This is an optimization exercise on Yosys and OpenROAD, whose aim is small area, a short achievable clock period and few clock cycles per item, not a production implementation.
At most, simulation tests tie the RTL to the original design; equivalence was not proved.
For runs 1 to 5, only the layout was checked, not whether the RTL still works.
Power is estimated from default activity; no workload was simulated.

===== config.mk =====
export PLATFORM = sky130hd
export DESIGN_NAME = sobel_stream
export DESIGN_NICKNAME = sobel_stream
export VERILOG_FILES = /design/flow/design.v
export SDC_FILE = /design/flow/constraint.sdc
export NUM_CORES = 4
export LEC_CHECK = 0
export CAP_MARGIN = 20
export CORE_MARGIN = 2
export CORE_UTILIZATION = 40
export SLEW_MARGIN = 20

===== constraint.sdc =====
create_clock -name core_clock -period 9.0 [get_ports {ClkPort}]
set_input_delay 1.8000 -clock core_clock [delete_from_list [all_inputs] [get_ports {ClkPort}]]
set_output_delay 1.8000 -clock core_clock [all_outputs]
set_load 0.01 [all_outputs]

===== design.v =====
module sobel_stream #(
    parameter int WIDTH = 128,
    parameter int DEPTH = 128,
    parameter int PIX_W = 8
) (
    input  logic             ClkPort,
    input  logic             Reset,
    input  logic [PIX_W-1:0] threshold,
    input  logic             in_valid,
    output logic             in_ready,
    input  logic [PIX_W-1:0] in_pixel,
    output logic             out_valid,
    input  logic             out_ready,
    output logic             out_edge,
    output logic             out_first,
    output logic             out_last
);
    localparam int CW  = $clog2(WIDTH);
    localparam int RW  = $clog2(DEPTH);
    localparam int LW  = CW + 1;
    localparam int CAP = 9;                  
    localparam int OW  = $clog2(CAP + 1);
    localparam int FD  = CAP - 1;            
    localparam int FW  = $clog2(FD);
    localparam logic [CW-1:0] COL_LAST = CW'(WIDTH - 1);
    localparam logic [RW-1:0] ROW_LAST = RW'(DEPTH - 1);
    logic             acc, cons, hv, h0, in_first;
    logic [PIX_W-1:0] pix_q, thr_q;
    assign acc = in_valid && in_ready;
    always_ff @(posedge ClkPort) begin
        if (acc) pix_q <= in_pixel;
        if (acc && in_first) thr_q <= threshold;
    end
    logic [PIX_W*WIDTH-1:0] ra, rb;
    logic [PIX_W-1:0]       ta, tb;
    assign ta = ra[PIX_W*WIDTH-1 -: PIX_W];
    assign tb = rb[PIX_W*WIDTH-1 -: PIX_W];
    always_ff @(posedge ClkPort) begin
        ra <= {ra[PIX_W*(WIDTH-1)-1:0], cons ? pix_q : ta};
        rb <= {rb[PIX_W*(WIDTH-1)-1:0], cons ? ta : tb};
    end
    logic [CW-1:0] dph;
    logic          z0, z1;
    logic [LW-1:0] lag;
    logic          l0, l128, l129;
    logic [RW-1:0] g_row;
    logic [CW-1:0] g_col;
    logic          gb, ga, gz;
    logic [1:0]    gk;                       
    logic [OW-1:0] ocnt;
    logic          rm;
    logic emit, emit_int, xfer, inc, dec;
    assign cons     = hv && rm && (h0 || z0);
    assign emit     = gb ? (cons || (rm && !l0)) : (cons && l129);
    assign emit_int = !gb && cons && l129;
    assign xfer     = out_valid && out_ready;
    assign inc      = cons && !emit;
    assign dec      = emit && !cons;
    logic [RW-1:0] n_row;
    logic [CW-1:0] n_col;
    logic          n_b;
    logic [1:0]    n_k;
    assign n_col = g_col + 1'b1;
    assign n_row = (g_col == COL_LAST) ? ((g_row == ROW_LAST) ? '0 : g_row + 1'b1) : g_row;
    assign n_b   = (g_col >= CW'(WIDTH - 2)) || (g_row == '0) || (g_row == ROW_LAST);
    assign n_k   = !n_b ? 2'b01 :
                   (g_row == ROW_LAST && g_col == COL_LAST) ? 2'b10 :
                   (g_row == ROW_LAST && g_col == CW'(WIDTH - 2)) ? 2'b11 : 2'b00;
    logic l0_nx, l128_nx, l129_nx, z0_nx, z1_nx, rm_nx, ga_nx, gz_nx, g_last_nx;
    logic [OW-1:0] ocnt_nx;
    assign l0_nx   = inc ? 1'b0 : dec ? (lag == LW'(1)) : l0;
    assign l128_nx = inc ? (lag == LW'(WIDTH - 1)) : dec ? l129 : l128;
    assign l129_nx = inc ? l128 : dec ? 1'b0 : l129;
    assign z0_nx   = cons || z1;
    assign z1_nx   = !cons && (dph == CW'(2));
    assign ocnt_nx = ocnt + OW'(emit) - OW'(xfer);
    assign rm_nx   = !(((ocnt == OW'(CAP)) && (emit || !xfer)) ||
                       ((ocnt == OW'(CAP - 1)) && emit && !xfer));
    assign ga_nx   = emit ? (g_row == RW'(DEPTH - 2) && g_col == CW'(WIDTH - 4)) : ga;
    assign gz_nx   = emit ? ga : gz;
    assign g_last_nx = l129_nx && (emit ? ga : gz);
    logic in_first_nx, hv_nx, h0_nx, in_ready_nx;
    assign in_first_nx = acc ? (!in_first && g_last_nx) : in_first;
    assign hv_nx       = acc || (hv && !cons);
    assign h0_nx       = acc ? in_first : h0;
    assign in_ready_nx = in_first_nx ? (in_first && !hv_nx && !emit_int)
                                     : (!hv_nx || ((h0_nx || z0_nx) && rm_nx));
    always_ff @(posedge ClkPort or posedge Reset) begin
        if (Reset) begin
            in_ready <= 1'b0;
            in_first <= 1'b1;
            hv       <= 1'b0;
            h0       <= 1'b0;
            dph      <= '0;
            z0       <= 1'b1;
            z1       <= 1'b0;
            lag      <= '0;
            l0       <= 1'b1;
            l128     <= 1'b0;
            l129     <= 1'b0;
            g_row    <= '0;
            g_col    <= '0;
            gb       <= 1'b1;
            gk       <= 2'b10;
            ga       <= 1'b0;
            gz       <= 1'b0;
            ocnt     <= '0;
            rm       <= 1'b1;
        end else begin
            in_ready <= in_ready_nx;
            in_first <= in_first_nx;
            hv       <= hv_nx;
            h0       <= h0_nx;
            dph      <= cons ? '0 : dph - 1'b1;
            z0       <= z0_nx;
            z1       <= z1_nx;
            lag      <= lag + LW'(inc) - LW'(dec);
            l0       <= l0_nx;
            l128     <= l128_nx;
            l129     <= l129_nx;
            ocnt     <= ocnt_nx;
            rm       <= rm_nx;
            ga       <= ga_nx;
            gz       <= gz_nx;
            if (emit) begin
                g_row <= n_row;
                g_col <= n_col;
                gb    <= n_b;
                gk    <= n_k;
            end
        end
    end
    logic [9:0]        v_c, v1, vm, vl;
    logic signed [8:0] d_c, d1, dm, dl;
    logic              s1_e, s1_c;
    logic [1:0]        s1_k;
    assign v_c = {2'b00, tb} + {1'b0, ta, 1'b0} + {2'b00, pix_q};
    assign d_c = $signed({1'b0, pix_q}) - $signed({1'b0, tb});
    always_ff @(posedge ClkPort) begin
        v1   <= v_c;
        d1   <= d_c;
        s1_k <= gk;
        if (s1_c) begin
            vm <= v1;
            vl <= vm;
            dm <= d1;
            dl <= dm;
        end
    end
    logic signed [10:0] gx, gy, gx_q, gy_q;
    logic               s2_e;
    logic [1:0]         s2_k;
    assign gx = $signed({1'b0, v1}) - $signed({1'b0, vl});
    assign gy = 11'(dl) + (11'(dm) <<< 1) + 11'(d1);
    always_ff @(posedge ClkPort) begin
        gx_q <= gx;
        gy_q <= gy;
        s2_k <= s1_k;
    end
    always_ff @(posedge ClkPort or posedge Reset) begin
        if (Reset) begin
            s1_e <= 1'b0;
            s1_c <= 1'b0;
            s2_e <= 1'b0;
        end else begin
            s1_e <= emit;
            s1_c <= cons;
            s2_e <= s1_e;
        end
    end
    logic [11:0] xa, ya, ka, cs_s, cs_c, pg, pp;
    logic        edge_c;
    logic [1:0]  res;
    assign xa   = {2'b00, gx_q[9:0] ^ {10{gx_q[10]}}};
    assign ya   = {2'b00, gy_q[9:0] ^ {10{gy_q[10]}}};
    assign ka   = {4'b1111, ~thr_q};
    assign cs_s = xa ^ ya ^ ka;
    assign cs_c = {(xa[10:0] & ya[10:0]) | (xa[10:0] & ka[10:0]) | (ya[10:0] & ka[10:0]), gx_q[10]};
    assign pg   = cs_s & cs_c;
    assign pp   = cs_s | cs_c;
    always_comb begin
        edge_c = gy_q[10];
        for (int i = 0; i < 12; i++) edge_c = pg[i] | (pp[i] & edge_c);
    end
    assign res = (s2_k == 2'b01) ? {1'b0, edge_c} : s2_k;
    logic [1:0]    fifo [FD];
    logic [FW-1:0] wp, rp;
    logic [FW:0]   fcnt;
    logic          take, pop, push;
    logic [1:0]    head;
    assign take = !out_valid || out_ready;
    assign pop  = take && (fcnt != '0);
    assign push = s2_e && !(take && fcnt == '0);
    assign head = (fcnt != '0) ? fifo[rp] : res;
    always_ff @(posedge ClkPort) begin
        if (push) fifo[wp] <= res;
        if (take) begin
            out_edge  <= (head == 2'b01);
            out_first <= (head == 2'b10);
            out_last  <= (head == 2'b11);
        end
    end
    always_ff @(posedge ClkPort or posedge Reset) begin
        if (Reset) begin
            out_valid <= 1'b0;
            wp        <= '0;
            rp        <= '0;
            fcnt      <= '0;
        end else begin
            if (take) out_valid <= (fcnt != '0) || s2_e;
            if (push) wp <= wp + 1'b1;
            if (pop)  rp <= rp + 1'b1;
            fcnt <= fcnt + (FW+1)'(push) - (FW+1)'(pop);
        end
    end
endmodule

===== run.sh =====
#!/bin/bash
# synth_recipe.tcl (not shown) runs the flow's synth.tcl, then flattens the netlist and writes it again
# the make line also repeats each setting of config.mk as NAME=value (left out here)
make -C /OpenROAD-flow-scripts/flow DESIGN_CONFIG=/design/flow/config.mk WORK_HOME=/design/flow/orfs CLKGATE_MAP_FILE= SYNTH_SCRIPT=/design/flow/synth_recipe.tcl finish

==> impl_metrics.yaml, run 1 <==
route:
  routed_wirelength_um: 54200
  wire_per_inst_um: 11.2
  num_vias: 18400
  drt_iter0_drc: 774
  drtAntennaViolNets: 0
  drt-vias-per-instance: 3.81
  firstDrtPassIters: 4
  drc: 0
synth:
  synth_area_um2: 49900
  synth-seq-area-share: 0.914
  yosysMostFrequentCell: "dfxtp_1"
  synth_cell_types: 62
  async_flop_share: 0.0279
  yosys_warnings: 1
  synth_ff_type: "dfxtp_1"
  syn_inst: 2810
  avgSynthCellArea_um2: 17.7
  ys_top_cells_by_area: "dfxtp_1 (84%), edfxtp_1 (4.3%), dfrtp_1 (2.8%), ha_1 (1.9%), fa_1 (1.2%)"
  yosysTopAreaCellShare: 0.840
  synth_edf_count: 71
  ys_ff_latch: 2224
  yosysTopAreaCell: "dfxtp_1"
  ys_top_cells_by_count: "dfxtp_1 (2091), inv_1 (87), ha_1 (74), nand2_1 (72), edfxtp_1 (71)"
  syn-num-nets: 2935
final_layout:
  drive_above_1_share: 0.108
  final_cell_count_no_fill: 4823
  synthToLayoutAreaGrowth_pct: 18.1
  nFillCells: 10500
  finalNetCount: 3152
  antenna_cells: 0
sta:
  fin_tns_setup_ps: 0
  rsz0062_at_grt: "false"
  maxSlewViolCount: 0
  finalSetupViolCount: 0
  skew_ps: 33.3
  fmax_mhz: 263
  slew_headroom: 0.443
  period_share: 0.422
  worst_pin_slew_ps: 834
  period_minus_slack_ps: 3800
  hold_viol_final: 0
  hold_ws_ps: 300
  worst_slack_ps: 5200
placed_design:
  portBuffers: 24
  hpwl_um: 27300
  detailedPlace.worstSlack_ps: 4740
  place_congestion: 0.716
  dp.cells: 4463
grt:
  grt_pass1_vias: 18600
  grt_pass1_wl_um: 92500
  overflow: 0
  grt_antenna_before_repair: 0
  grt_usage: 0.0892
  grt_max_degree: 63
critical_path:
  cpLargestDelayFamily: "adder cells"
  worstPathRequired_ps: 9660
  crit_buf_inv: 3
  critPathKind: "reg2reg"
  cp_max_fo: 30
  worst_path_max_delay_cell: "inv_1"
  critPathLaunchType: "flop"
  crit_top_cell: "inv_1"
  arrival_ps: 4460
  cp_slowest_stage_delay_ps: 770
  crit_chain: "o21a_1, nand2_1, inv_1, ha_1, inv_1, ha_1, inv_1, fa_1, nand2b_1, a21oi_1, o21ai_0, a21oi_1, nor2_1, xnor2_1"
  cp-end-kind: "flop"
clock_tree:
  holdBufCountCts: 0
  clockBufferDepth: 3
  cts_resized: 0
  clk_latency_ps: 770
  htree_num_levels: 4
  cts_tree: "yes"
  clk_pin_slew_worst_paths_ps: 60
  cts_setup_buffers: 0
  cts-buffers-inserted: 199
  cts_sinks: 2224
  clockRootBuffer: "clkbuf_16"
floorplanning:
  num_rows: 129
  die_h_um: 357
  ios: 25
  core-area_um2: 124000
  dieArea_um2: 127000
  start_util: 0.403
  die_w_um: 357
run:
  maxCapViolations: 0
pwr:
  power_per_cell_area_nw_per_um2: 313
  leakage_nw: 23.8
  vdd_ir_drop_max_mv: 0.172
run_status:
  status: "complete, no violations"
min_path:
  hold_class: "reg2reg"
==> per-stage QoR <==
step / power [mW] / area [um2] / utilization
5_1_grt: 19.2 / 58900 / 0.476
3_3_place_gp: 10.3 / 52100 / 0.422
2_1_floorplan: 10.3 / 49900 / -
4_1_cts: 18.7 / 58900 / 0.476
6_report: 18.5 / 58900 / 0.476
3_5_place_dp: 10.3 / 52100 / 0.422
==> cell usage in the layout, fill, tap and decap left out, drive strengths merged, types with 4 or more instances in the layout <==
| cell | count |
|---|---|
| nand2b | 8 |
| xnor2 | 47 |
| ha | 74 |
| nand2 | 72 |
| a21oi | 26 |
| and2 | 4 |
| clkinv | 46 |
| nand4 | 5 |
| inv | 96 |
| edfxtp | 71 |
| nor2b | 18 |
| clkbuf | 290 |
| or2 | 4 |
| xor2 | 26 |
| clkdlybuf4s50 | 24 |
| nand3 | 6 |
| o21a | 6 |
| a21o | 10 |
| clkinvlp | 5 |
| dfrtp | 56 |
| nor2 | 40 |
| fa | 31 |
| dfxtp | 2091 |
| dfstp | 6 |
| nor3 | 16 |
| mux4 | 4 |
| bufinv | 11 |
| o21ai | 40 |
| a31oi | 4 |
==> per-layer routing <==
layer | up-vias | GRT usage | wire length, um
met5 | - | 0 | 0
met4 | 0 | 0.0480 | 1890
met3 | 150 | 0.0306 | 2620
met2 | 240 | 0.115 | 20100
met1 | 8630 | 0.130 | 29600
li1 | 9337 | - | -
==> path summary, 6_finish.rpt <==
check	depth (start not counted)	slack (ps)	to	startpoint
max in group asynchronous	3	6870	dph[5]	Reset
worst max-delay path	14	5200	lag[6]	z0
min in group asynchronous	3	1590	g_col[3]	Reset
worst max register to register	14	5200	lag[6]	z0
worst min-delay path	0	300	rb[594]	rb[586]
worst min register to register	0	300	rb[594]	rb[586]
==> sequential cells by signal (all words and copies together) (netlist names), 9 cells and up <==
signal / count
fifo: 16
v1: 9
d1: 9
ra: 1024
vl: 10
rb: 1024
vm: 10
gy_q: 11
gx_q: 10
==> cell families (layout without fill, tap and decap cells) <==
logic type / after synthesis / in the layout / synth area share
multiplexers: 8 / 8 / 0.00269
AO/OA/AOI/OAI: 116 / 116 / 0.0147
AND/OR/NAND/NOR: 186 / 186 / 0.0176
XOR/XNOR: 73 / 73 / 0.0128
buffers and inverters: 98 / 474 / 0.00743
flip-flops: 2224 / 2224 / 0.914
adder cells (fa/ha/maj): 105 / 105 / 0.0310
==> report_power, final <==
part	switching, mW	internal, mW
Combinational	0.0716	0.0806
Clock	3.47	4.88
Sequential	0.0285	9.93
==> cell type report <==
class	instances	area [um2]	share of cell area
clock buffers	290	5890	0.100
clock inverters	70	877	0.0149
inverters	88	330	0.00561
multi-input cells	488	3930	0.0668
flip-flops and latches	2224	45600	0.774
well taps	1637	2050	0.0348
repair buffers	26	255	0.00433
==> run 2, diff against run 1 <==
--- a/config.mk
+++ b/config.mk
@@ -5,7 +5,9 @@
 export SDC_FILE = /design/flow/constraint.sdc
 export NUM_CORES = 4
 export LEC_CHECK = 0
+export ABC_CLOCK_PERIOD_IN_PS = 3000
 export CAP_MARGIN = 20
 export CORE_MARGIN = 2
 export CORE_UTILIZATION = 40
+export SETUP_SLACK_MARGIN = 5
 export SLEW_MARGIN = 20
==> run 2 against run 1 <==
  * Clock skew is 0.54 ps higher
  * Worst hold slack hardly changed
  * Sequential power hardly changed
  * Still clean on timing, DRC and antenna
  * Critical endpoint unchanged
  * Synthesized cell count stayed put
  * Count of clock-buffer cells in the layout stayed put
  * Via count hardly changed
  * Area after synthesis stayed put
==> impl_metrics.yaml, run 2 <==
sta:
  worst_pin_slew_ps: 822
  fmax_mhz: 275
  finalSetupViolCount: 0
  fin_tns_setup_ps: 0
  skew_ps: 33.8
  rsz0062_at_grt: "false"
  hold_viol_final: 0
  period_minus_slack_ps: 3640
  period_share: 0.404
  slew_headroom: 0.452
  maxSlewViolCount: 0
pwr:
  power.total_mw: 18.5
  leakage_nw: 23.8
  power_per_cell_area_nw_per_um2: 313
  vdd_ir_drop_max_mv: 0.172
synth:
  synth_ff_type: "dfxtp_1"
  yosys_warnings: 1
  syn-num-nets: 2935
  yosysTopAreaCellShare: 0.840
  synth_edf_count: 71
  async_flop_share: 0.0279
  yosysMostFrequentCell: "dfxtp_1"
  syn_inst: 2810
  avgSynthCellArea_um2: 17.7
  ys_top_cells_by_count: "dfxtp_1 (2091), inv_1 (87), ha_1 (74), nand2_1 (72), edfxtp_1 (71)"
  ys_ff_latch: 2224
  synth-seq-area-share: 0.914
  ys_top_cells_by_area: "dfxtp_1 (84%), edfxtp_1 (4.3%), dfrtp_1 (2.8%), ha_1 (1.9%), fa_1 (1.2%)"
  synth_area_um2: 49900
  synth_cell_types: 62
  yosysTopAreaCell: "dfxtp_1"
route:
  drt_iter0_drc: 800
  routed_wirelength_um: 54400
  drt-vias-per-instance: 3.80
  num_vias: 18400
  drc: 0
  firstDrtPassIters: 4
  wire_per_inst_um: 11.3
  drtAntennaViolNets: 0
final_layout:
  synthToLayoutAreaGrowth_pct: 18.1
  antenna_cells: 0
  finalNetCount: 3153
  drive_above_1_share: 0.108
  top_regs: "ra x1024, rb x1024, fifo x16"
  layout_commonest_cell: "dfxtp_1"
  layout_common_cells: "dfxtp_1 (2091), clkbuf_16 (203), inv_1 (85), ha_1 (74), nand2_1 (72)"
grt:
  grt_pass1_wl_um: 92500
  grt_usage: 0.0892
  grt_pass1_vias: 18600
  grt_max_degree: 63
  overflow: 0
  grt_antenna_before_repair: 0
clock_tree:
  htree_num_levels: 4
  cts_sinks: 2224
  clk_latency_ps: 780
  clockBufferDepth: 3
  clockRootBuffer: "clkbuf_16"
  cts-buffers-inserted: 199
  clk_pin_slew_worst_paths_ps: 60
  cts_tree: "yes"
critical_path:
  cp_slowest_stage_delay_ps: 500
  cpLargestDelayFamily: "adder cells"
  worstPathRequired_ps: 9660
  worst_path_max_delay_cell: "nand2_1"
  cp_max_fo: 17
  cp-end-kind: "flop"
  critPathKind: "reg2reg"
  crit_buf_inv: 3
  r2r-start: "h0"
  critPathLaunchType: "flop"
  crit_chain: "o21a_1, nand2_1, clkinvlp_4, ha_1, inv_1, ha_1, inv_1, fa_1, nand2b_1, a21oi_1, o21ai_0, a21oi_1, nor2_1, xnor2_1"
  arrival_ps: 4300
  startpoint: "h0"
run:
  maxCapViolations: 0
floorplanning:
  start_util: 0.403
  ios: 25
  die_w_um: 357
  die_h_um: 357
  dieArea_um2: 127000
  num_rows: 129
  core-area_um2: 124000
min_path:
  hold_class: "reg2reg"
  hold_start: "rb[586]"
run_status:
  status: "complete, no violations"
placed_design:
  portBuffers: 24
  hpwl_um: 27300
  place_congestion: 0.716
## run 2: path summary, 6_finish.rpt
check                           end  cells after the start  slack, ps
max in group asynchronous    dph[5]                      3       6860
hold reg to reg             rb[594]                      0        300
setup / recovery             lag[6]                     14       5360
setup reg to reg             lag[6]                     14       5360
hold / removal              rb[594]                      0        300
min in group asynchronous  g_col[3]                      3       1590
## run 2: final cells by class
| class | count | area (um2) |
|---|---|---|
| inverter | 88 | 334 |
| clock buffer | 290 | 5890 |
| clock inverter | 70 | 877 |
| fill | 10500 | 64700 |
| timing repair buffer | 26 | 255 |
| multi-input combinational | 488 | 3930 |
| sequential | 2224 | 45600 |
| timing repair inverter | 1 | 5.00 |
| tap | 1637 | 2050 |
## run 2: cell families after synthesis
logic type	Yosys count	synth area share
buf+inv	98	0.00743
xor+xnor	73	0.0128
fa+ha+maj	105	0.0310
flops	2224	0.914
simple gates	186	0.0176
mux	8	0.00269
compound gates	116	0.0147
## run 2: per-layer routing
layer / share of wire / GRT usage / vias up
met5: 0 / 0 / -
met4: 0.035 / 0.0480 / 0
met3: 0.049 / 0.0306 / 150
met2: 0.37 / 0.115 / 242
met1: 0.54 / 0.130 / 8623
li1: - / - / 9336
## run 2: worst reg2reg max path, cell delays in order (launching register included)
cell and delay (ps):
dfrtp_1 410, o21a_1 190, nand2_1 500, clkinvlp_4 490, ha_1 450, inv_1 80, ha_1 160, inv_1 60
fa_1 410, nand2b_1 160, a21oi_1 180, o21ai_0 100, a21oi_1 170, nor2_1 70, xnor2_1 120
## run 2: repair_timing
action / in CTS / in global routing
setup buffers: 0 / 0
hold buffers: 0 / 0
resized for setup: 0 / 1
endpoints found under the setup margin: 0 / 1
## run 2: where the power goes
part | total (mW) | internal (mW) | switching (mW)
clock | 8.35 | 4.88 | 3.47
sequential | 9.95 | 9.93 | 0.0285
combinational | 0.152 | 0.0806 | 0.0715
## run 2: per-stage QoR
step                      utilization  instance area (um2)  hold slack [ps]  setup WS, ps  instances
final                           0.476                58900              300          5360       4824
after global routing            0.476                58900              318          5020       4824
after CTS                       0.476                58900              303          5140       4823
after detailed placement        0.422                52100              312          4740       4463
after global placement          0.422                52100              310          4760       4463
after floorplan                     -                49900              310          5600       2810
==> run 3, diff against run 2 <==
--- a/design.v
+++ b/design.v
@@ -48,11 +48,11 @@
     logic          gb, ga, gz;
     logic [1:0]    gk;                       
     logic [OW-1:0] ocnt;
-    logic          rm;
+    logic          rm, cp, eb, ei;
     logic emit, emit_int, xfer, inc, dec;
-    assign cons     = hv && rm && (h0 || z0);
-    assign emit     = gb ? (cons || (rm && !l0)) : (cons && l129);
-    assign emit_int = !gb && cons && l129;
+    assign cons     = hv && cp;
+    assign emit     = eb || (cons && (gb || ei));
+    assign emit_int = cons && ei;
     assign xfer     = out_valid && out_ready;
     assign inc      = cons && !emit;
     assign dec      = emit && !cons;
@@ -66,25 +66,28 @@
     assign n_k   = !n_b ? 2'b01 :
                    (g_row == ROW_LAST && g_col == COL_LAST) ? 2'b10 :
                    (g_row == ROW_LAST && g_col == CW'(WIDTH - 2)) ? 2'b11 : 2'b00;
-    logic l0_nx, l128_nx, l129_nx, z0_nx, z1_nx, rm_nx, ga_nx, gz_nx, g_last_nx;
+    logic          l0_nx, l128_nx, l129_nx, z0_nx, z1_nx, rm_nx, ga_nx, gz_nx, gb_nx, g_last_nx;
+    logic [LW-1:0] lag_nx;
     logic [OW-1:0] ocnt_nx;
+    assign lag_nx  = inc ? lag + 1'b1 : dec ? lag - 1'b1 : lag;
     assign l0_nx   = inc ? 1'b0 : dec ? (lag == LW'(1)) : l0;
     assign l128_nx = inc ? (lag == LW'(WIDTH - 1)) : dec ? l129 : l128;
     assign l129_nx = inc ? l128 : dec ? 1'b0 : l129;
     assign z0_nx   = cons || z1;
     assign z1_nx   = !cons && (dph == CW'(2));
-    assign ocnt_nx = ocnt + OW'(emit) - OW'(xfer);
+    assign ocnt_nx = (emit && !xfer) ? ocnt + 1'b1 : (xfer && !emit) ? ocnt - 1'b1 : ocnt;
     assign rm_nx   = !(((ocnt == OW'(CAP)) && (emit || !xfer)) ||
                        ((ocnt == OW'(CAP - 1)) && emit && !xfer));
+    assign gb_nx   = emit ? n_b : gb;
     assign ga_nx   = emit ? (g_row == RW'(DEPTH - 2) && g_col == CW'(WIDTH - 4)) : ga;
     assign gz_nx   = emit ? ga : gz;
     assign g_last_nx = l129_nx && (emit ? ga : gz);
-    logic in_first_nx, hv_nx, h0_nx, in_ready_nx;
+    logic in_first_nx, hv_nx, h0_nx, cp_nx, in_ready_nx;
     assign in_first_nx = acc ? (!in_first && g_last_nx) : in_first;
     assign hv_nx       = acc || (hv && !cons);
     assign h0_nx       = acc ? in_first : h0;
-    assign in_ready_nx = in_first_nx ? (in_first && !hv_nx && !emit_int)
-                                     : (!hv_nx || ((h0_nx || z0_nx) && rm_nx));
+    assign cp_nx       = rm_nx && (h0_nx || z0_nx);
+    assign in_ready_nx = in_first_nx ? (in_first && !hv_nx && !emit_int) : (!hv_nx || cp_nx);
     always_ff @(posedge ClkPort or posedge Reset) begin
         if (Reset) begin
             in_ready <= 1'b0;
@@ -106,6 +109,9 @@
             gz       <= 1'b0;
             ocnt     <= '0;
             rm       <= 1'b1;
+            cp       <= 1'b1;
+            eb       <= 1'b0;
+            ei       <= 1'b0;
         end else begin
             in_ready <= in_ready_nx;
             in_first <= in_first_nx;
@@ -114,18 +120,21 @@
             dph      <= cons ? '0 : dph - 1'b1;
             z0       <= z0_nx;
             z1       <= z1_nx;
-            lag      <= lag + LW'(inc) - LW'(dec);
+            lag      <= lag_nx;
             l0       <= l0_nx;
             l128     <= l128_nx;
             l129     <= l129_nx;
             ocnt     <= ocnt_nx;
             rm       <= rm_nx;
+            cp       <= cp_nx;
+            eb       <= gb_nx && rm_nx && !l0_nx;
+            ei       <= !gb_nx && l129_nx;
+            gb       <= gb_nx;
             ga       <= ga_nx;
             gz       <= gz_nx;
             if (emit) begin
                 g_row <= n_row;
                 g_col <= n_col;
-                gb    <= n_b;
                 gk    <= n_k;
             end
         end
@@ -185,13 +194,15 @@
     assign res = (s2_k == 2'b01) ? {1'b0, edge_c} : s2_k;
     logic [1:0]    fifo [FD];
     logic [FW-1:0] wp, rp;
-    logic [FW:0]   fcnt;
+    logic [FW:0]   fcnt, fcnt_nx;
+    logic          fne;                      
     logic          take, pop, push;
     logic [1:0]    head;
     assign take = !out_valid || out_ready;
-    assign pop  = take && (fcnt != '0);
-    assign push = s2_e && !(take && fcnt == '0);
-    assign head = (fcnt != '0) ? fifo[rp] : res;
+    assign pop     = take && fne;
+    assign push    = s2_e && !(take && !fne);
+    assign head    = fne ? fifo[rp] : res;
+    assign fcnt_nx = (push && !pop) ? fcnt + 1'b1 : (pop && !push) ? fcnt - 1'b1 : fcnt;
     always_ff @(posedge ClkPort) begin
         if (push) fifo[wp] <= res;
         if (take) begin
@@ -206,11 +217,13 @@
             wp        <= '0;
             rp        <= '0;
             fcnt      <= '0;
+            fne       <= 1'b0;
         end else begin
-            if (take) out_valid <= (fcnt != '0) || s2_e;
+            if (take) out_valid <= fne || s2_e;
             if (push) wp <= wp + 1'b1;
             if (pop)  rp <= rp + 1'b1;
-            fcnt <= fcnt + (FW+1)'(push) - (FW+1)'(pop);
+            fcnt <= fcnt_nx;
+            fne  <= (fcnt_nx != '0);
         end
     end
 endmodule
==> run 3 against run 2 <==
  * Sequential share of layout area about the same
  * Final area is 0.14% higher
  * Clock power rose by 2%
  * Area after synthesis about the same
  * Clock skew down 13 ps
  * Via count is 0.71% higher
  * Worst hold slack gained 11 ps
  * Critical endpoint is now fifo[0][1]
  * Largest power group unchanged
==> impl_metrics.yaml, run 3 <==
sta:
  period_minus_slack_ps: 3590
  hold_viol_final: 0
  skew_ps: 21.0
  worst_pin_slew_ps: 897
  slew_headroom: 0.386
  fin_tns_setup_ps: 0
  worst_slack_ps: 5410
  finalSetupViolCount: 0
  maxSlewViolCount: 0
  rsz0062_at_grt: "false"
  fmax_mhz: 279
  period_share: 0.399
critical_path:
  startpoint: "out_ready"
  cp-end-kind: "flop"
  critPathLaunchType: "primary input"
  reg2regPathDepth: 7
  critPathKind: "in2reg"
  reg2reg_to: "out_first"
  cp_max_fo: 11
  reg2reg_setup_slack_ps: 5920
  worstPathRequired_ps: 9440
  arrival_ps: 4030
  r2r-start: "gx_q[10]"
synth:
  synth_compound_area_frac: 0.0163
  ys_top_cells_by_area: "dfxtp_1 (84%), edfxtp_1 (4.3%), dfrtp_1 (3.0%), ha_1 (1.5%), fa_1 (1.2%)"
  ys_top_cells_by_count: "dfxtp_1 (2091), nand2_1 (73), edfxtp_1 (71), inv_1 (63), dfrtp_1 (59)"
  syn_inst: 2812
  avgSynthCellArea_um2: 17.7
  synth_area_um2: 49900
  muxShareOfSynthArea: 0.00391
  syn-num-nets: 2919
  yosysTopAreaCellShare: 0.839
  yosysMostFrequentCell: "dfxtp_1"
  synth_xor_xnor_area_share: 0.0130
  synth_ff_type: "dfxtp_1"
  synth_top_family_by_area: "adder cells"
  async_flop_share: 0.0288
  yosysTopAreaCell: "dfxtp_1"
  synth-seq-area-share: 0.914
  synth_edf_count: 71
  synthAdderAreaFrac: 0.0264
  ys_ff_latch: 2226
  yosys_warnings: 1
  synth_cell_types: 68
  yosys.area_share.simple: 0.0204
placed_design:
  portBuffers: 24
  hpwl_um: 27400
  detailedPlace.worstSlack_ps: 4670
  place_congestion: 0.746
grt:
  grt_pass1_vias: 18500
  overflow: 0
  grt_pass1_wl_um: 94000
  grt_usage: 0.0904
  grt_antenna_before_repair: 0
  grt_max_degree: 65
route:
  num_vias: 18500
  drt-vias-per-instance: 3.82
  drc: 0
  routed_wirelength_um: 55200
  firstDrtPassIters: 6
  wire_per_inst_um: 11.4
  drt_iter0_drc: 907
  drtAntennaViolNets: 0
floorplanning:
  num_rows: 129
  die_h_um: 357
  dieArea_um2: 128000
  core-area_um2: 124000
  start_util: 0.403
  die_w_um: 357
  ios: 25
pwr:
  power_per_cell_area_nw_per_um2: 315
  vdd_ir_drop_max_mv: 0.169
  leakage_nw: 23.7
  power.total_mw: 18.6
min_path:
  hold_class: "reg2reg"
  hold_end: "rb[573]"
  hold_start: "rb[565]"
  holdPathStages: 0
final_layout:
  drive_above_1_share: 0.111
  layout_common_cells: "dfxtp_1 (2091), clkbuf_16 (200), nand2_1 (73), edfxtp_1 (71), inv_1 (62)"
  finalNetCount: 3133
  top_regs: "ra x1024, rb x1024, fifo x16"
  layout_commonest_cell: "dfxtp_1"
  synthToLayoutAreaGrowth_pct: 18.2
clock_tree:
  cts-buffers-inserted: 197
  cts_setup_buffers: 0
  cts_sinks: 2226
  clk_latency_ps: 770
  clockRootBuffer: "clkbuf_16"
  cts_resized: 0
  holdBufCountCts: 0
  clockBufferDepth: 3
  cts_tree: "yes"
  clk_pin_slew_worst_paths_ps: 60
  htree_num_levels: 4
run_status:
  status: "complete, no violations"
run:
  maxCapViolations: 0
==> run 3: cell types whose count changed after synthesis, moves of 5 or more <==
cell,previous run,this run
a21o_1,10,5
a21oi_1,26,21
ha_1,74,58
inv_1,87,63
nand4_1,5,10
nor2_1,40,56
o21ai_1,10,1
xnor2_1,47,54
xor2_1,26,20
==> run 3: worst max-delay path by stage <==
stage	to	slack, ps	depth (start not counted)
2_1_floorplan	dph[0]	5610	1
3_3_place_gp	fifo[0][0]	4730	6
3_5_place_dp	fifo[0][1]	4670	6
4_1_cts	in_ready	5380	1
5_1_grt	fifo[0][1]	5140	6
6_report	fifo[0][1]	5410	6
==> run 3: metrics by stage <==
step / utilization / std cells / hold WS, ps / area (um2)
finish: 0.476 / 4833 / 311 / 59000
global route: 0.476 / 4831 / 309 / 59000
CTS: 0.476 / 4831 / 313 / 59000
detailed placement: 0.421 / 4464 / 312 / 52100
global placement: 0.421 / 4464 / 310 / 52100
floorplan: - / 2812 / 310 / 49900
==> run 3: logic make-up after synthesis <==
logic type               Yosys count
flip-flops                      2226
AND/OR/NAND/NOR                  213
AO/OA/AOI/OAI                    121
adder cells (fa/ha/maj)           88
buffers and inverters             77
XOR/XNOR                          74
multiplexers                      13
==> run 3: routing by layer <==
layer / global-route usage / up-vias / wire length [um]
met5: 0 / - / 0
met4: 0.0460 / 0 / 1760
met3: 0.0299 / 151 / 2830
met2: 0.113 / 262 / 20200
met1: 0.136 / 8630 / 30400
li1: - / 9438 / -
==> run 3: cell type report <==
| class | count | area, um2 |
|---|---|---|
| Antenna cell | 2 | 5.00 |
| Clock buffer | 278 | 5710 |
| Clock inverter | 89 | 1110 |
| Fill cell | 10300 | 64800 |
| Inverter | 65 | 244 |
| Multi-Input combinational cell | 509 | 3990 |
| Sequential cell | 2226 | 45600 |
| Tap cell | 1637 | 2050 |
| Timing Repair Buffer | 27 | 263 |
==> run 3: worst max-delay path, stage by stage <==
cell and delay (ps):
clkdlybuf4s50_1 440, nor2b_1 570, inv_1 260, a21boi_0 440, nand2b_1 210, nor3_1 300
==> run 3: power breakdown <==
part           total (mW)  internal (mW)  switching [mW]
clock                8.48           4.98            3.50
sequential           9.98           9.93          0.0440
combinational       0.139         0.0764          0.0622
==> run 4, diff against run 3 <==
--- a/design.v
+++ b/design.v
@@ -82,6 +82,11 @@
     assign ga_nx   = emit ? (g_row == RW'(DEPTH - 2) && g_col == CW'(WIDTH - 4)) : ga;
     assign gz_nx   = emit ? ga : gz;
     assign g_last_nx = l129_nx && (emit ? ga : gz);
+    always_ff @(posedge ClkPort) begin
+        dph <= cons ? '0 : dph - 1'b1;
+        z0  <= z0_nx;
+        z1  <= z1_nx;
+    end
     logic in_first_nx, hv_nx, h0_nx, cp_nx, in_ready_nx;
     assign in_first_nx = acc ? (!in_first && g_last_nx) : in_first;
     assign hv_nx       = acc || (hv && !cons);
@@ -94,9 +99,6 @@
             in_first <= 1'b1;
             hv       <= 1'b0;
             h0       <= 1'b0;
-            dph      <= '0;
-            z0       <= 1'b1;
-            z1       <= 1'b0;
             lag      <= '0;
             l0       <= 1'b1;
             l128     <= 1'b0;
@@ -117,9 +119,6 @@
             in_first <= in_first_nx;
             hv       <= hv_nx;
             h0       <= h0_nx;
-            dph      <= cons ? '0 : dph - 1'b1;
-            z0       <= z0_nx;
-            z1       <= z1_nx;
             lag      <= lag_nx;
             l0       <= l0_nx;
             l128     <= l128_nx;
@@ -204,7 +203,7 @@
     assign head    = fne ? fifo[rp] : res;
     assign fcnt_nx = (push && !pop) ? fcnt + 1'b1 : (pop && !push) ? fcnt - 1'b1 : fcnt;
     always_ff @(posedge ClkPort) begin
-        if (push) fifo[wp] <= res;
+        if (s2_e) fifo[wp] <= res;           
         if (take) begin
             out_edge  <= (head == 2'b01);
             out_first <= (head == 2'b10);
--- a/config.mk
+++ b/config.mk
@@ -8,6 +8,9 @@
 export ABC_CLOCK_PERIOD_IN_PS = 3000
 export CAP_MARGIN = 20
 export CORE_MARGIN = 2
-export CORE_UTILIZATION = 40
+export CORE_UTILIZATION = 65
+export CTS_CLUSTER_DIAMETER = 40
+export CTS_CLUSTER_SIZE = 24
+export PLACE_DENSITY = 0.75
 export SETUP_SLACK_MARGIN = 5
 export SLEW_MARGIN = 20
==> run 4 against run 3 <==
  * Worst setup slack better by 160 ps
  * Core utilization up 27 points
  * Final cell count down 15%
  * Non-clock buffer count down 1
  * Global-route usage up 9.5 points
  * Clock power down 17%
  * Critical endpoint is now in_ready
  * Sequential cell count unchanged
  * Largest power group unchanged
  * First-iteration DRC count up 27%
  * Final area down 4.4%
  * Largest cell class unchanged
==> impl_metrics.yaml, run 4 <==
grt:
  grt_antenna_before_repair: 1
  grt_pass1_wl_um: 112000
  overflow: 0
  grt_pass1_vias: 20300
  grt_usage: 0.186
  grt_max_degree: 57
clock_tree:
  cts_setup_buffers: 0
  cts-buffers-inserted: 146
  holdBufCountCts: 0
  clockRootBuffer: "clkbuf_16"
  clockBufferDepth: 3
  htree_num_levels: 4
  cts_sinks: 2226
  cts_tree: "yes"
  clk_pin_slew_worst_paths_ps: 90
  clk_latency_ps: 730
  cts_resized: 0
synth:
  ys_ff_latch: 2226
  synth_cell_types: 71
  yosysTopAreaCell: "dfxtp_1"
  avgSynthCellArea_um2: 17.7
  ys_top_cells_by_area: "dfxtp_1 (84%), edfxtp_1 (4.3%), dfrtp_1 (2.6%), ha_1 (1.5%), fa_1 (1.2%)"
  synth_edf_count: 71
  synth-seq-area-share: 0.915
  ys_top_cells_by_count: "dfxtp_1 (2099), nand2_1 (77), edfxtp_1 (71), inv_1 (69), ha_1 (58)"
  yosys_warnings: 1
  async_flop_share: 0.0252
  yosysMostFrequentCell: "dfxtp_1"
  synth_area_um2: 49800
  syn-num-nets: 2916
  syn_inst: 2809
  yosysTopAreaCellShare: 0.844
  synth_ff_type: "dfxtp_1"
placed_design:
  place_congestion: 0.763
  hpwl_um: 32200
  portBuffers: 24
route:
  routed_wirelength_um: 69900
  num_vias: 18700
  drc: 0
  drt-vias-per-instance: 4.55
  drt_iter0_drc: 1154
  wire_per_inst_um: 17.0
  drtAntennaViolNets: 0
  firstDrtPassIters: 5
final_layout:
  layout_commonest_cell: "dfxtp_1"
  finalNetCount: 3077
  layout_common_cells: "dfxtp_1 (2099), clkbuf_16 (151), nand2_1 (77), edfxtp_1 (71), inv_1 (68)"
  final_core_util: 0.742
  synthToLayoutAreaGrowth_pct: 13.2
  drive_above_1_share: 0.0915
  nFillCells: 4032
  top_regs: "ra x1024, rb x1024, fifo x16"
pwr:
  vdd_ir_drop_max_mv: 0.210
  power_per_cell_area_nw_per_um2: 301
  leakage_nw: 22.9
  power.share.clock: 0.416
  p_int_mw: 13.5
  power_frac_seq: 0.583
  sw_frac_of_total: 0.204
  power_frac_comb: 0.001
  power.switching_mw: 3.46
critical_path:
  cp_slowest_stage_delay_ps: 550
  cp-end-kind: "output pin"
  critPathLaunchType: "flop"
  reg2reg_to: "in_ready"
  critPathKind: "reg2out"
  crit_chain: "clkdlybuf4s50_1"
  arrival_ps: 1630
  r2r-start: "cp"
  cpLargestDelayFamily: "buffers and inverters"
  cp_max_fo: 3
  reg2regPathDepth: 8
  reg2reg_setup_slack_ps: 5660
  crit_buf_inv: 1
  worst_path_max_delay_cell: "clkdlybuf4s50_1"
  worstPathRequired_ps: 7200
sta:
  rsz0062_at_grt: "false"
  period_share: 0.381
  slew_headroom: 0.508
  fin_tns_setup_ps: 0
  maxSlewViolCount: 0
  finalSetupViolCount: 0
  fmax_mhz: 292
  skew_ps: 31.5
  hold_viol_final: 0
  period_minus_slack_ps: 3430
  worst_pin_slew_ps: 737
min_path:
  holdPathStages: 0
  hold_class: "reg2reg"
  hold_start: "ra[56]"
  hold_end: "ra[64]"
run:
  maxCapViolations: 0
floorplanning:
  core-area_um2: 75900
  start_util: 0.656
  ios: 25
  num_rows: 101
  dieArea_um2: 78800
  die_w_um: 281
  die_h_um: 281
run_status:
  status: "complete, no violations"
-- run 4: how the worst max path moves through the flow --
stage	start	endpoint	slack (ps)	cells past startpoint
floorplan	Reset	eb	5840	1
global route	cp	in_ready	5360	8
global placement	out_ready	ocnt[3]	5080	10
detailed placement	out_ready	ocnt[3]	5120	10
finish	in_ready	in_ready	5570	1
CTS	in_ready	in_ready	5510	1
-- run 4: stage by stage --
step                      hold slack, ps  area [um2]  cells  setup slack, ps  power [mW]
final                                303       56400   4114             5570        17.0
after detailed placement             312       51300   3852             5120        10.1
after CTS                            299       56400   4113             5510        17.1
after global placement               310       51300   3852             5080        10.1
after floorplan                      310       49800   2809             5840        10.1
after global routing                 313       56400   4113             5360        17.5
-- run 4: layout make-up --
| type | count | area [um2] | share of cell area |
|---|---|---|---|
| clock buffers | 172 | 3980 | 0.0706 |
| diodes | 1 | 2.50 | 0.0000444 |
| multi-input cells | 498 | 3920 | 0.0695 |
| flip-flops and latches | 2226 | 45600 | 0.808 |
| inverters | 72 | 270 | 0.00479 |
| repair buffers | 26 | 255 | 0.00453 |
| well taps | 1030 | 1290 | 0.0229 |
| clock inverters | 89 | 1100 | 0.0196 |
-- run 4: power by group through the flow --
| stage | combinational, mW | clock, mW | sequential (mW) |
|---|---|---|---|
| after detailed placement | 0.0144 | 0 | 10.1 |
| after CTS | 0.0147 | 7.22 | 9.89 |
| after global placement | 0.0142 | 0 | 10.1 |
| after global routing | 0.0158 | 7.54 | 9.89 |
| after floorplan | 0.00367 | 0 | 10.1 |
| final | 0.0141 | 7.06 | 9.89 |
-- run 4: kinds of logic after synthesis --
logic type	share of synthesized area
compound gates	0.0142
fa+ha+maj	0.0264
buf+inv	0.00646
simple gates	0.0210
xor+xnor	0.0135
flops	0.915
mux	0.00352
-- run 4: worst reg2reg max path, delay by kind of cell, from the launching register on --
family | cells | cell delay, ps
and+or+nand+nor | 2 | 480
buffers and inverters | 2 | 900
adders and majority gates | 1 | 290
DFF | 1 | 530
AOI/OAI and AO/OA | 3 | 1040
-- run 4: metal layers --
metal,track usage,vias up,part of all wire
met5,0,-,0
met4,0.0607,0,0.020
met3,0.0402,116,0.037
met2,0.310,299,0.49
met1,0.243,9036,0.45
li1,-,9251,-
==> run 5, diff against run 4 <==
--- a/config.mk
+++ b/config.mk
@@ -9,8 +9,8 @@
 export CAP_MARGIN = 20
 export CORE_MARGIN = 2
 export CORE_UTILIZATION = 65
-export CTS_CLUSTER_DIAMETER = 40
-export CTS_CLUSTER_SIZE = 24
+export CTS_CLUSTER_DIAMETER = 50
+export CTS_CLUSTER_SIZE = 30
 export PLACE_DENSITY = 0.75
 export SETUP_SLACK_MARGIN = 5
 export SLEW_MARGIN = 20
==> run 5 against run 4 <==
  * Fmax rose by 0.56%
  * Area after synthesis unchanged
  * Synthesized cell count unchanged
  * Routed wire length shrank 1.6%
  * Sequential cell count did not move
  * Register-to-register slack about the same
  * Critical endpoint unchanged
  * Largest cell class unchanged
==> impl_metrics.yaml, run 5 <==
critical_path:
  cp_max_fo: 3
  crit_buf_inv: 1
  reg2regPathDepth: 11
  worstPathRequired_ps: 7200
  reg2reg_setup_slack_ps: 5670
  r2r-start: "cp"
  cp_slowest_stage_delay_ps: 550
  reg2reg_to: "ocnt[3]"
  critPathKind: "reg2out"
  arrival_ps: 1610
  cp-end-kind: "output pin"
  cpLargestDelayFamily: "buffers and inverters"
  worst_path_max_delay_cell: "clkdlybuf4s50_1"
  crit_chain: "clkdlybuf4s50_1"
  critPathLaunchType: "flop"
pwr:
  vdd_ir_drop_max_mv: 0.208
  power.switching_mw: 3.43
  power_frac_comb: 0.001
  power_per_cell_area_nw_per_um2: 296
  power.share.clock: 0.401
  sw_frac_of_total: 0.207
  power_frac_seq: 0.598
  power.total_mw: 16.5
  p_int_mw: 13.1
  leakage_nw: 22.6
route:
  wire_per_inst_um: 16.8
  drtAntennaViolNets: 0
  firstDrtPassIters: 5
  drt_iter0_drc: 1052
  num_vias: 18500
  drt-vias-per-instance: 4.53
  drc: 0
  routed_wirelength_um: 68700
grt:
  grt_pass1_wl_um: 111000
  grt_max_degree: 57
  grt_usage: 0.182
  grt_pass1_vias: 20000
  grt_antenna_before_repair: 2
  overflow: 0
synth:
  synth_area_um2: 49800
  muxShareOfSynthArea: 0.00352
  ys_top_cells_by_count: "dfxtp_1 (2099), nand2_1 (77), edfxtp_1 (71), inv_1 (69), ha_1 (58)"
  synth_compound_area_frac: 0.0142
  yosys.area_share.simple: 0.0210
  ys_top_cells_by_area: "dfxtp_1 (84%), edfxtp_1 (4.3%), dfrtp_1 (2.6%), ha_1 (1.5%), fa_1 (1.2%)"
  yosysMostFrequentCell: "dfxtp_1"
  yosysTopAreaCell: "dfxtp_1"
  syn-num-nets: 2916
  syn_inst: 2809
  synthAdderAreaFrac: 0.0264
  ys_ff_latch: 2226
  synth_xor_xnor_area_share: 0.0135
  yosys_warnings: 1
  synth_cell_types: 71
  synth_ff_type: "dfxtp_1"
  async_flop_share: 0.0252
  synth_edf_count: 71
  yosysTopAreaCellShare: 0.844
  synth_top_family_by_area: "adder cells"
  avgSynthCellArea_um2: 17.7
  synth-seq-area-share: 0.915
clock_tree:
  cts_resized: 0
  cts_sinks: 2226
  htree_num_levels: 3
  clk_pin_slew_worst_paths_ps: 100
  cts_tree: "yes"
  cts_setup_buffers: 0
  clockBufferDepth: 3
  holdBufCountCts: 0
  cts-buffers-inserted: 121
  clk_latency_ps: 710
  clockRootBuffer: "clkbuf_16"
final_layout:
  layout_commonest_cell: "dfxtp_1"
  antenna_cells: 0
  drive_above_1_share: 0.0826
  fin_area_um2: 55900
  layout_common_cells: "dfxtp_1 (2099), clkbuf_16 (123), nand2_1 (77), edfxtp_1 (71), inv_1 (68)"
  synthToLayoutAreaGrowth_pct: 12.2
  finalNetCount: 3052
  top_regs: "ra x1024, rb x1024, fifo x16"
floorplanning:
  die_h_um: 281
  num_rows: 101
  dieArea_um2: 78800
  core-area_um2: 75900
  start_util: 0.656
  die_w_um: 281
  ios: 25
placed_design:
  place_area_um2: 51300
  hpwl_um: 32200
  place_congestion: 0.763
  portBuffers: 24
  detailedPlace.worstSlack_ps: 5120
run_status:
  status: "complete, no violations"
sta:
  skew_ps: 45.6
  fmax_mhz: 293
  fin_tns_setup_ps: 0
  period_share: 0.379
  finalSetupViolCount: 0
  worst_slack_ps: 5590
  maxSlewViolCount: 0
  slew_headroom: 0.513
  worst_pin_slew_ps: 725
  rsz0062_at_grt: "false"
  hold_viol_final: 0
  period_minus_slack_ps: 3410
min_path:
  hold_end: "ra[327]"
  hold_start: "ra[319]"
  hold_class: "reg2reg"
  holdPathStages: 0
run:
  maxCapViolations: 0
==> run 5: cell counts after synthesis <==
Identical to the previous run, type by type.
==> run 5: worst register-to-register path: cells and delay by family (launching register included) <==
kind / cells / cell delay, ps
compound gates: 3 / 810
xor+xnor: 2 / 280
fa+ha+maj: 2 / 550
buf+inv: 2 / 640
flops: 1 / 530
simple gates: 2 / 420
==> run 5: cell families after synthesis <==
logic type      Yosys count
compound gates          108
xor+xnor                 77
fa+ha+maj                88
buf+inv                  85
flops                  2226
mux                      12
simple gates            213
==> run 5: per-stage QoR <==
stage                     cells   util  hold slack (ps)
final                      4080  0.736              306
after detailed placement   3852  0.675              312
after global routing       4080  0.736              299
after floorplan            2809      -              310
after global placement     3852  0.675              310
after CTS                  4080  0.736              301
==> run 5: per-layer routing <==
| layer | track usage | share of wire |
|---|---|---|
| met1 | 0.243 | 0.45 |
| met2 | 0.311 | 0.50 |
| met3 | 0.0276 | 0.029 |
| met4 | 0.0551 | 0.023 |
| met5 | 0 | 0.00019 |
==> run 5: layout make-up <==
cell class | count | area [um2]
Timing Repair Buffer | 26 | 255
Tap cell | 1030 | 1290
Sequential cell | 2226 | 45600
Fill cell | 4130 | 20100
Inverter | 72 | 270
Clock buffer | 134 | 3180
Multi-Input combinational cell | 498 | 3920
Clock inverter | 94 | 1420
==> run 5: power groups by stage <==
stage | Combinational, mW | Sequential, mW | Clock [mW]
5_1_grt | 0.0158 | 9.89 | 7.11
4_1_cts | 0.0146 | 9.89 | 6.78
3_5_place_dp | 0.0144 | 10.1 | 0
6_report | 0.0140 | 9.89 | 6.63
3_3_place_gp | 0.0142 | 10.1 | 0
2_1_floorplan | 0.00367 | 10.1 | 0
==> run 5: how the worst max path moves through the flow <==
stage	from	to	slack [ps]	cells past startpoint
6_report	in_ready	in_ready	5590	1
5_1_grt	cp	in_ready	5350	8
4_1_cts	in_ready	in_ready	5540	1
3_3_place_gp	out_ready	ocnt[3]	5080	10
3_5_place_dp	out_ready	ocnt[3]	5120	10
2_1_floorplan	Reset	eb	5840	1
==> run 6, diff against run 5 <==
--- a/design.v
+++ b/design.v
@@ -18,7 +18,7 @@
     localparam int CW  = $clog2(WIDTH);
     localparam int RW  = $clog2(DEPTH);
     localparam int LW  = CW + 1;
-    localparam int CAP = 9;                  
+    localparam int CAP = 5;                  
     localparam int OW  = $clog2(CAP + 1);
     localparam int FD  = CAP - 1;            
     localparam int FW  = $clog2(FD);
==> run 6 against run 5 <==
  * Still clean on timing, DRC and antenna
  * Sequential share of layout area rose by 0.94 points
  * Via count fell by 1.6%
  * Worst setup slack improved by 6.9 ps
  * Non-clock buffer count fell by 1
  * Area after synthesis fell by 0.98%
  * Clock power fell by 7.8%
  * Critical path depth did not move
  * Worst hold slack improved by 10 ps
  * Die area fell by 0.97%
  * Critical path type unchanged
  * Largest power group unchanged
  * Highest routed layer is now met4
==> impl_metrics.yaml, run 6 <==
floorplanning:
  dieArea_um2: 78100
  num_rows: 100
  ios: 25
  start_util: 0.659
  die_h_um: 279
  core-area_um2: 74800
  die_w_um: 279
sta:
  maxSlewViolCount: 0
  hold_viol_final: 0
  worst_slack_ps: 5600
  slew_headroom: 0.316
  finalSetupViolCount: 0
  fin_tns_setup_ps: 0
  period_share: 0.378
  skew_ps: 49.6
  fmax_mhz: 294
  hold_ws_ps: 316
  worst_pin_slew_ps: 1010
  period_minus_slack_ps: 3400
  rsz0062_at_grt: "false"
clock_tree:
  clockRootBuffer: "clkbuf_16"
  cts_resized: 0
  cts_tree: "yes"
  cts_setup_buffers: 0
  clk_pin_slew_worst_paths_ps: 100
  htree_num_levels: 3
  cts_sinks: 2214
  cts-buffers-inserted: 114
  clockBufferDepth: 3
  holdBufCountCts: 0
  clk_latency_ps: 710
final_layout:
  layout_common_cells: "dfxtp_1 (2099), clkbuf_16 (116), inv_1 (68), edfxtp_1 (63), nand2_1 (62)"
  layout_commonest_cell: "dfxtp_1"
  finalNetCount: 3003
  nFillCells: 4129
  top_regs: "ra x1024, rb x1024, gy_q x11"
  synthToLayoutAreaGrowth_pct: 11.2
  drive_above_1_share: 0.0792
route:
  drt-vias-per-instance: 4.58
  drc: 0
  drt_iter0_drc: 1009
  routed_wirelength_um: 68900
  firstDrtPassIters: 5
  drtAntennaViolNets: 0
  wire_per_inst_um: 17.4
  num_vias: 18200
critical_path:
  r2r-start: "gy_q[10]"
  cp_slowest_stage_delay_ps: 550
  worstPathRequired_ps: 7200
  cp_max_fo: 4
  critPathKind: "reg2out"
  reg2regPathDepth: 7
  crit_chain: "clkdlybuf4s50_1"
  reg2reg_setup_slack_ps: 5750
  worst_path_max_delay_cell: "clkdlybuf4s50_1"
  arrival_ps: 1600
  reg2reg_to: "out_edge"
  cp-end-kind: "output pin"
  startpoint: "out_valid"
  cpLargestDelayFamily: "buffers and inverters"
  crit_buf_inv: 1
  critPathLaunchType: "flop"
synth:
  ys_top_cells_by_count: "dfxtp_1 (2099), inv_1 (69), edfxtp_1 (63), nand2_1 (62), ha_1 (58)"
  synth_cell_types: 70
  avgSynthCellArea_um2: 17.8
  yosysTopAreaCell: "dfxtp_1"
  yosysMostFrequentCell: "dfxtp_1"
  synth_area_um2: 49300
  ys_top_cells_by_area: "dfxtp_1 (85%), edfxtp_1 (3.8%), dfrtp_1 (2.4%), ha_1 (1.5%), fa_1 (1.2%)"
  synth_ff_type: "dfxtp_1"
  synth_edf_count: 63
  ys_ff_latch: 2214
  syn-num-nets: 2873
  yosysTopAreaCellShare: 0.852
  yosys_warnings: 1
  synth-seq-area-share: 0.917
  syn_inst: 2766
  async_flop_share: 0.0235
min_path:
  hold_end: "rb[307]"
  hold_start: "rb[299]"
  hold_class: "reg2reg"
  holdPathStages: 0
run_status:
  status: "complete, no violations"
grt:
  grt_pass1_vias: 20000
  grt_usage: 0.184
  overflow: 0
  grt_antenna_before_repair: 2
  grt_max_degree: 53
  grt_pass1_wl_um: 112000
placed_design:
  place_congestion: 0.744
  detailedPlace.worstSlack_ps: 5290
  portBuffers: 24
  hpwl_um: 33100
pwr:
  vdd_ir_drop_max_mv: 0.212
  leakage_nw: 22.2
  power_per_cell_area_nw_per_um2: 291
run:
  maxCapViolations: 0
-- run 6: cell types whose count changed after synthesis, moves of 4 or more --
cell / change
a21o_1: -6
edfxtp_1: -8
nor3_1: -5
dfrtp_1: -4
nand2_1: -15
a41oi_1: -4
o21a_1: +6
a31oi_1: -6
nor2_1: -8
xor2_1: -4
-- run 6: logic make-up after synthesis --
logic type | Yosys count | share of synthesized area
muxes | 12 | 0.00320
DFF | 2214 | 0.917
and+or+nand+nor | 188 | 0.0189
adders and majority gates | 88 | 0.0267
xor gates and xnor gates | 72 | 0.0128
buffers and inverters | 81 | 0.00619
AOI/OAI and AO/OA | 111 | 0.0152
-- run 6: metal layers --
metal  routed length, um  part of all wire  track usage  vias to the layer above
li1                    -                 -            -                     9043
met1               31600              0.46        0.250                     8747
met2               33400              0.49        0.308                      250
met3                1960             0.028       0.0274                      120
met4                1930             0.028       0.0617                        0
met5                   0                 0            0                        -
-- run 6: worst max-delay path by stage --
stage	end	slack, ps	depth (start not counted)
global placement	ocnt[2]	5380	9
finish	out_valid	5600	1
CTS	out_valid	5560	1
floorplan	eb	5950	1
global route	out_valid	5540	1
detailed placement	in_ready	5290	6
-- run 6: power by group --
| group | total, mW | internal (mW) | switching (mW) |
|---|---|---|---|
| Sequential | 9.83 | 9.83 | 0 |
| Clock | 6.11 | 2.74 | 3.37 |
| Combinational | 0.0133 | 0.00722 | 0.00605 |
| Total | 16.0 | 12.6 | 3.38 |
-- run 6: cell type report --
type                            instances  area (um2)  share of cell area
Clock inverter                         90        1140              0.0208
Antenna cell                            2        5.00           0.0000913
Timing Repair Buffer                   25         248             0.00452
Clock buffer                          123        2970              0.0541
Inverter                               70         264             0.00481
Sequential cell                      2214       45200               0.825
Tap cell                              969        1210              0.0221
Multi-Input combinational cell        471        3790              0.0690
-- run 6: stage by stage --
stage / std cells / total power, mW / area (um2) / util
2_1_floorplan: 2766 / 10.1 / 49300 / -
3_3_place_gp: 3749 / 10.1 / 50700 / 0.678
3_5_place_dp: 3749 / 10.1 / 50700 / 0.678
4_1_cts: 3962 / 16.1 / 54800 / 0.733
5_1_grt: 3962 / 16.4 / 54800 / 0.733
6_report: 3964 / 16.0 / 54800 / 0.733
Testbench counts of run 6, summed over its fixed seeds: cycles 263,224, pixels 262,144.
==> run 7, diff against run 6 <==
==> flow/run.sh (new file) <==
#!/bin/bash
# Standard layout, with the standard synthesis run on its own first, then the rest of the
# flow with a larger setup repair margin and plain buffers on the ports.
set -euo pipefail
bash standard.sh synth > synth.log 2>&1
bash standard.sh SETUP_SLACK_MARGIN=6 "BUFFER_PORTS_ARGS=-buffer_cell sky130_fd_sc_hd__buf_2" finish > layout.log 2>&1
==> standard.sh (new file) <==
#!/bin/bash
# synth_recipe.tcl (not shown) runs the flow's synth.tcl, then flattens the netlist and writes it again
# the make line also repeats each setting of config.mk as NAME=value (left out here)
make -C /OpenROAD-flow-scripts/flow DESIGN_CONFIG=/design/flow/config.mk WORK_HOME=/design/flow/orfs CLKGATE_MAP_FILE= SYNTH_SCRIPT=/design/flow/synth_recipe.tcl "${@:-finish}"
removed: run.sh
==> run 7 against run 6 <==
  * Final cell count increased by 0.25%
  * Sequential power about the same
  * Fmax increased by 13%
  * Sequential share of layout area decreased by 0.26 points
  * Clock skew decreased by 4.2 ps
  * Routed wire length about the same
  * Non-clock buffer count increased by 4
  * Count of clock-buffer cells in the layout increased by 2
  * Worst hold slack got worse by 4.3 ps
  * Sequential cell count unchanged
  * Largest cell class unchanged
==> impl_metrics.yaml, run 7 <==
pwr:
  power.switching_mw: 3.42
  power.share.clock: 0.393
  vdd_ir_drop_max_mv: 0.223
  power_frac_comb: 0.001
  power_frac_seq: 0.607
  power.total_mw: 16.2
  power_per_cell_area_nw_per_um2: 295
  p_int_mw: 12.8
  sw_frac_of_total: 0.211
  leakage_nw: 22.3
final_layout:
  layout_common_cells: "dfxtp_1 (2098), clkbuf_16 (120), inv_1 (68), edfxtp_1 (63), nand2_1 (62)"
  synthToLayoutAreaGrowth_pct: 11.6
  drive_above_1_share: 0.0928
  layout_commonest_cell: "dfxtp_1"
  top_regs: "ra x1024, rb x1024, gy_q x11"
  nFillCells: 4126
  antenna_cells: 0
  final_core_util: 0.735
  finalNetCount: 3010
critical_path:
  crit_chain: "buf_2"
  cp_max_fo: 2
  critPathLaunchType: "flop"
  reg2reg_setup_slack_ps: 6120
  cp-end-kind: "output pin"
  cpLargestDelayFamily: "flip-flops"
  worst_path_max_delay_cell: "dfrtp_1"
  r2r-start: "gy_q[10]"
  startpoint: "out_valid"
  reg2regPathDepth: 7
  crit_buf_inv: 1
  critPathKind: "reg2out"
  cp_slowest_stage_delay_ps: 400
  arrival_ps: 1220
  reg2reg_to: "out_edge"
  worstPathRequired_ps: 7200
sta:
  period_share: 0.336
  fmax_mhz: 331
  skew_ps: 45.3
  worst_slack_ps: 5980
  finalSetupViolCount: 0
  worst_pin_slew_ps: 1030
  hold_viol_final: 0
  fin_tns_setup_ps: 0
  rsz0062_at_grt: "true"
  slew_headroom: 0.307
  maxSlewViolCount: 0
  period_minus_slack_ps: 3020
route:
  num_vias: 18100
  firstDrtPassIters: 6
  wire_per_inst_um: 17.3
  drtAntennaViolNets: 0
  drt_iter0_drc: 1074
  routed_wirelength_um: 68900
  drc: 0
  drt-vias-per-instance: 4.56
synth:
  syn-num-nets: 2873
  yosysTopAreaCell: "dfxtp_1"
  syn_inst: 2766
  synth_cell_types: 70
  avgSynthCellArea_um2: 17.8
  yosys_warnings: 1
  synth_edf_count: 63
  synth-seq-area-share: 0.917
  ys_top_cells_by_area: "dfxtp_1 (85%), edfxtp_1 (3.8%), dfrtp_1 (2.4%), ha_1 (1.5%), fa_1 (1.2%)"
  ys_top_cells_by_count: "dfxtp_1 (2099), inv_1 (69), edfxtp_1 (63), nand2_1 (62), ha_1 (58)"
  synth_area_um2: 49300
  yosysMostFrequentCell: "dfxtp_1"
  yosysTopAreaCellShare: 0.852
  synth_ff_type: "dfxtp_1"
  async_flop_share: 0.0235
  ys_ff_latch: 2214
grt:
  grt_pass1_vias: 19900
  grt_usage: 0.184
  grt_antenna_before_repair: 1
  overflow: 0
  grt_pass1_wl_um: 112000
  grt_max_degree: 53
clock_tree:
  clk_pin_slew_worst_paths_ps: 90
  clk_latency_ps: 700
  htree_num_levels: 3
  clockBufferDepth: 3
  clockRootBuffer: "clkbuf_16"
  cts_tree: "yes"
  cts-buffers-inserted: 117
  cts_sinks: 2214
  holdBufCountCts: 0
placed_design:
  detailedPlace.worstSlack_ps: 5710
  portBuffers: 24
  hpwl_um: 32800
  place_congestion: 0.750
min_path:
  hold_end: "rb[51]"
  holdPathStages: 0
  hold_class: "reg2reg"
  hold_start: "rb[43]"
floorplanning:
  num_rows: 100
  die_w_um: 279
  core-area_um2: 74800
  start_util: 0.659
  ios: 25
  dieArea_um2: 78100
  die_h_um: 279
run:
  maxCapViolations: 0
run_status:
  status: "complete, no violations"
run 7: changes by cell type in the layout (fill, tap and decap cells not counted), sizes merged:
cell and delta:
diode -2, clkinv -11, clkbuf +2, inv +8, clkinvlp +4, buf +28, bufinv +5, clkdlybuf4s50 -24
run 7: power groups by stage:
stage	Sequential (mW)	Clock [mW]	Combinational (mW)
2_1_floorplan	10.1	0	0.00349
3_3_place_gp	10.1	0	0.0108
3_5_place_dp	10.1	0	0.0109
4_1_cts	9.83	6.50	0.0112
5_1_grt	9.84	6.83	0.0133
6_report	9.83	6.37	0.0117
run 7: worst max path at each step:
stage	end	slack [ps]	cells past startpoint
2_1_floorplan	ocnt[2]	6010	8
3_3_place_gp	ocnt[2]	5770	9
3_5_place_dp	ocnt[2]	5710	9
4_1_cts	out_valid	5920	1
5_1_grt	out_valid	5920	1
6_report	out_valid	5980	1
run 7: cell families after synthesis:
kind of cell,Yosys count,synth area share
compound gates,111,0.0152
xor+xnor,72,0.0128
fa+ha+maj,88,0.0267
buf+inv,81,0.00619
flops,2214,0.917
mux,12,0.00320
simple gates,188,0.0189
run 7: layout make-up:
type | count | area (um2) | share of cell area
Timing Repair Buffer | 29 | 170 | 0.00309
Clock buffer | 125 | 3050 | 0.0555
Multi-Input combinational cell | 471 | 3800 | 0.0691
Inverter | 70 | 267 | 0.00484
Clock inverter | 96 | 1290 | 0.0235
Sequential cell | 2214 | 45200 | 0.822
Tap cell | 969 | 1210 | 0.0220
run 7: stage by stage:
stage | hold slack [ps] | std cells | area (um2)
2_1_floorplan | 310 | 2766 | 49300
3_3_place_gp | 310 | 3749 | 50600
3_5_place_dp | 312 | 3749 | 50600
4_1_cts | 298 | 3972 | 55000
5_1_grt | 311 | 3974 | 55000
6_report | 311 | 3974 | 55000
run 7: timing repair:
action | 4_1_cts | 5_1_grt
setup buffers | 2 | 1
resized for setup | 1 | 2
endpoints found under the setup margin | 10 | 10
run 7: per-layer routing:
layer | global-route usage | vias to the layer above | share of wire
met5 | 0 | - | 0
met4 | 0.0527 | 0 | 0.022
met3 | 0.0280 | 105 | 0.028
met2 | 0.309 | 213 | 0.49
met1 | 0.251 | 8770 | 0.46
li1 | - | 9052 | -

==> what the ideal ports hide <==
The results above use ideal ports. As a check the final layouts listed here were re-extracted and re-timed, cells and wires unchanged. Step 1: set_driving_cell puts a clkbuf_16 on ClkPort and a buf_2 on each other input, an assumption about the parent block. Step 2 moves the port delays by t, midway between the first and last clock arrival at a register: inputs arrive t later, outputs are due t later. That takes back most of the time a late clock gives input paths. Slacks: ideal ports / drivers / drivers and shift; pairs: ideal ports / drivers.
run	shift t [ns]	setup WS [ns]	latest minus earliest clock arrival (ns)
run 1	0.827	5.198 / 5.198 / 4.733	0.039 / 0.039
run 2	0.827	5.362 / 5.362 / 4.733	0.039 / 0.039
run 3	0.822	5.412 / 5.407 / 4.628	0.030 / 0.030
run 4	0.780	5.570 / 5.510 / 5.095	0.042 / 0.042
run 5	0.742	5.589 / 5.530 / 5.094	0.051 / 0.051
run 6	0.751	5.596 / 5.527 / 5.248	0.054 / 0.054
run 7	0.738	5.978 / 5.919 / 5.680	0.053 / 0.054
After both steps setup and hold are still met in every run listed. For run 3, which loses most, drivers alone change the setup slack by -0.005 ns; drivers and shift together by -0.784 ns.
